Source: an optimization exercise on an open RTL-to-GDS flow (aim: small area and a short achievable clock period). Production flows keep margins and buffers that such runs may drop. At most, simulation tests tie the RTL to the original design; equivalence was not proved. Power and IR drop assume default switching activity.

==> 04-25: inputs <==
// fir32_top
module fir32_top (
    input  logic        clk,
    input  logic        rst,
    input  logic        clear,
    input  logic        in_valid,
    input  logic [7:0]  xin,
    input  logic        coef_we,
    input  logic [4:0]  coef_addr,
    input  logic [7:0]  coef_data,
    output logic        out_valid,
    output logic [14:0] y,
    output logic        sat
);
Settings: LEC_CHECK=0, CAP_MARGIN=20, CORE_MARGIN=2, CORE_UTILIZATION=45, SLEW_MARGIN=20, SYNTH_HIERARCHICAL=1; clock period 11.0 ns.
run.sh (not shown) runs the stock make flow with config.mk's settings and CLKGATE_MAP_FILE= SYNTH_SCRIPT=/design/flow/synth_recipe.tcl, a recipe that flattens the netlist after the stock synthesis.
==> 11-19 (differences from 04-25) <==
- SLEW_MARGIN: 20 -> 70
==> results by group <==
GRT
  – First-pass GRT wire length: 488200 um

Setup path
  – CP endpoint: u_fir.m_q[57]
  – R2r startpoint: u_fir.x_q[14][5]

Layout
  – Ratio of cells with drive above 1 in the final layout: 16.06%
  – Commonest non-fill, non-tap cells in the layout: 2064 x nand2_1, 1843 x fa_1, 260 x nor2_1, 256 x mux2_2, 256 x mux2i_1

Detailed routing
  – Router iterations before antenna repair: 6

Pwr
  – Int Pwr: around 4.9 mW

Run status
  – Status: complete, no violations
# the run above: 11-19

==> results by group <==
Run status
  – Status: complete, no violations

Layout
  – Commonest non-fill, non-tap cells in the layout: 2074 x nand2_1, 1895 x fa_1, 483 x dfrtp_1, 268 x nor2_1
  – Ratio of cells with drive above 1 in the final layout: about a tenth

Yosys
  – Syn_area_per_cell: approximately 12 um^2
  – Post-Synth Adder-Cell Area: roughly 52%

Pwr
  – Power after layout: ~7.2 mW
  – Int Pwr: about 4.8 mW

Floorplan
  – Die ar.: 172400 um^2
  – Initial Util: a little under half

Setup path
  – CP endpoint: u_fir.m_q[124]
  – CP top delay family: adder cells
  – R2r startpoint: u_fir.x_q[0][6]

GRT
  – First-pass GRT wire length: between 400000 and 500000 um

Detailed routing
  – Router iterations before antenna repair: 9
# the run above: 04-25

Function was not checked in any run of this note: the RTL went through the layout flow alone.


==> 02-18 <==
fir32_top, a different RTL version from the one above (not shown whole).
clock: 11.0 ns
lec_check: 0
cap_margin: 20
core_margin: 2
core_utilization: 45
cts_buf_list: sky130_fd_sc_hd__clkbuf_4 sky130_fd_sc_hd__clkbuf_8
slew_margin: 70
synth_hierarchical: 1
==> inputs of 04-12, as changes to 02-18 <==
--- a/flow/config.mk
+++ b/flow/config.mk
@@ -8,6 +8,5 @@
 export CAP_MARGIN = 20
 export CORE_MARGIN = 2
-export CORE_UTILIZATION = 45
-export CTS_BUF_LIST = sky130_fd_sc_hd__clkbuf_4 sky130_fd_sc_hd__clkbuf_8
+export CORE_UTILIZATION = 65
 export SLEW_MARGIN = 70
 export SYNTH_HIERARCHICAL = 1
==> run notes <==
Between 04-12 and 02-18, the lower via count is in 02-18 (gap about 3%, measured against 02-18). Of 04-12 and 02-18, 04-12 has the higher critical path depth (gap 6). Of 04-12 and 02-18, 04-12 has the higher first-iteration DRC count (gap about 20%, measured against 02-18). Between 02-18 and 04-12, the lower clock power is in 04-12 (gap about 5%, measured against 04-12). Wire length is about the same in 04-12 and 02-18. Against 02-18, the global-route usage of 04-12 is higher by 17 points. Design area: 02-18 is larger than 04-12 (1.3%).


==> inputs of run a <==
Starting RTL as in the previous note.
clock: 11.0 ns
lec_check: 0
cap_margin: 20
core_margin: 2
core_utilization: 45
slew_margin: 70
synth_hierarchical: 1
==> run b: changes against run a <==
==> flow/flow/run.sh (new file) <==
#!/bin/bash
set -o pipefail
bash standard.sh SETUP_SLACK_MARGIN=7 finish > standard.log 2>&1
==> flow/standard.sh (new file) <==
#!/bin/bash
# synth_recipe.tcl (not shown) runs the flow's synth.tcl, then flattens the netlist and writes it again
# the make line also repeats each setting of config.mk as NAME=value (left out here)
make -C /OpenROAD-flow-scripts/flow DESIGN_CONFIG=/design/flow/config.mk WORK_HOME=/design/flow/orfs CLKGATE_MAP_FILE= SYNTH_SCRIPT=/design/flow/synth_recipe.tcl "${@:-finish}"
removed: flow/run.sh
==> comparison <==
Of run a and run b, run b has the higher maximum frequency (gap 7.4%, measured against run b).
Against run a, the non-clock buffer count of run b is higher by 831.
Between run b and run a, the lower count of clock-buffer cells in the layout is in run b (gap 10).
Between run a and run b, the lower via count is in run a (gap about 7%, measured against run b).
Flip-flop and latch count is the same in run b and run a.
Between run a and run b, the lower cell count is in run a (gap about 8%, measured against run b).
==> figures <==
quantity	run b	run a
Worst hold-check slack	0.464 ns	0.466 ns
Internal portion of total power	0.00558 W	0.00510 W
Fraction of standard cell area that is sequential	17.4%	19.3%
Clock distribution power	0.00325 W	0.00310 W
Place WS	6.36 ns	6.40 ns
Switching power total	0.00279 W	0.00257 W
Length of routed met2 wiring	169 mm	139 mm
Drt initial violations	7,560	7,337
Data arrival time of the worst path	4.95 ns	5.22 ns
Pin count of the biggest net entering global routing	65	52
Placed inst area	83,200 µm²	83,000 µm²
Result of the run	finished clean	finished clean
Worst Setup Slack, final	6.70 ns	6.36 ns
Post-CTS repair timing setup buffer count	495	0

## separate check: timing with driven ports
How much do the figures lean on ideal ports? The routed layouts below were timed once more, with nothing changed but the port constraints.
Step 1 (the two cells are an assumption about what drives the block):
set clk [get_ports {clk}]
set_driving_cell -lib_cell sky130_fd_sc_hd__clkbuf_16 $clk
set_driving_cell -lib_cell sky130_fd_sc_hd__buf_2 [delete_from_list [all_inputs] $clk]
Step 2 times the ports against the registers' clock, not the clock port: input delays grow and output delays shrink by t, the midpoint of the rising clock arrivals with the driver on.
a / b / c = ideal ports / drivers / drivers and shift; a / b = the first two.
| run | t (ns) | setup slack, ns | latest minus earliest clock arrival (ns) | worst slew at a driven data input, ns |
|---|---|---|---|---|
| 04-25 | 0.825 | 5.806 / 5.806 / 5.659 | 0.053 / 0.052 | 0.08 |
| 11-19 | 0.839 | 6.044 / 6.044 / 6.044 | 0.049 / 0.050 | 0.07 |
| 02-18 | 1.009 | 6.355 / 6.355 / 6.355 | 0.096 / 0.096 | 0.08 |
| 04-12 | 0.788 | 6.046 / 6.046 / 6.046 | 0.034 / 0.035 | 0.14 |
| run a | 0.843 | 6.358 / 6.358 / 6.358 | 0.042 / 0.041 | 0.08 |
| run b | 0.863 | 6.703 / 6.657 / 6.453 | 0.065 / 0.065 | 0.06 |
After both steps every run listed still meets setup and hold. The setup slack of run b, which loses most, moves by -0.046 ns with the drivers and by -0.250 ns with both steps.
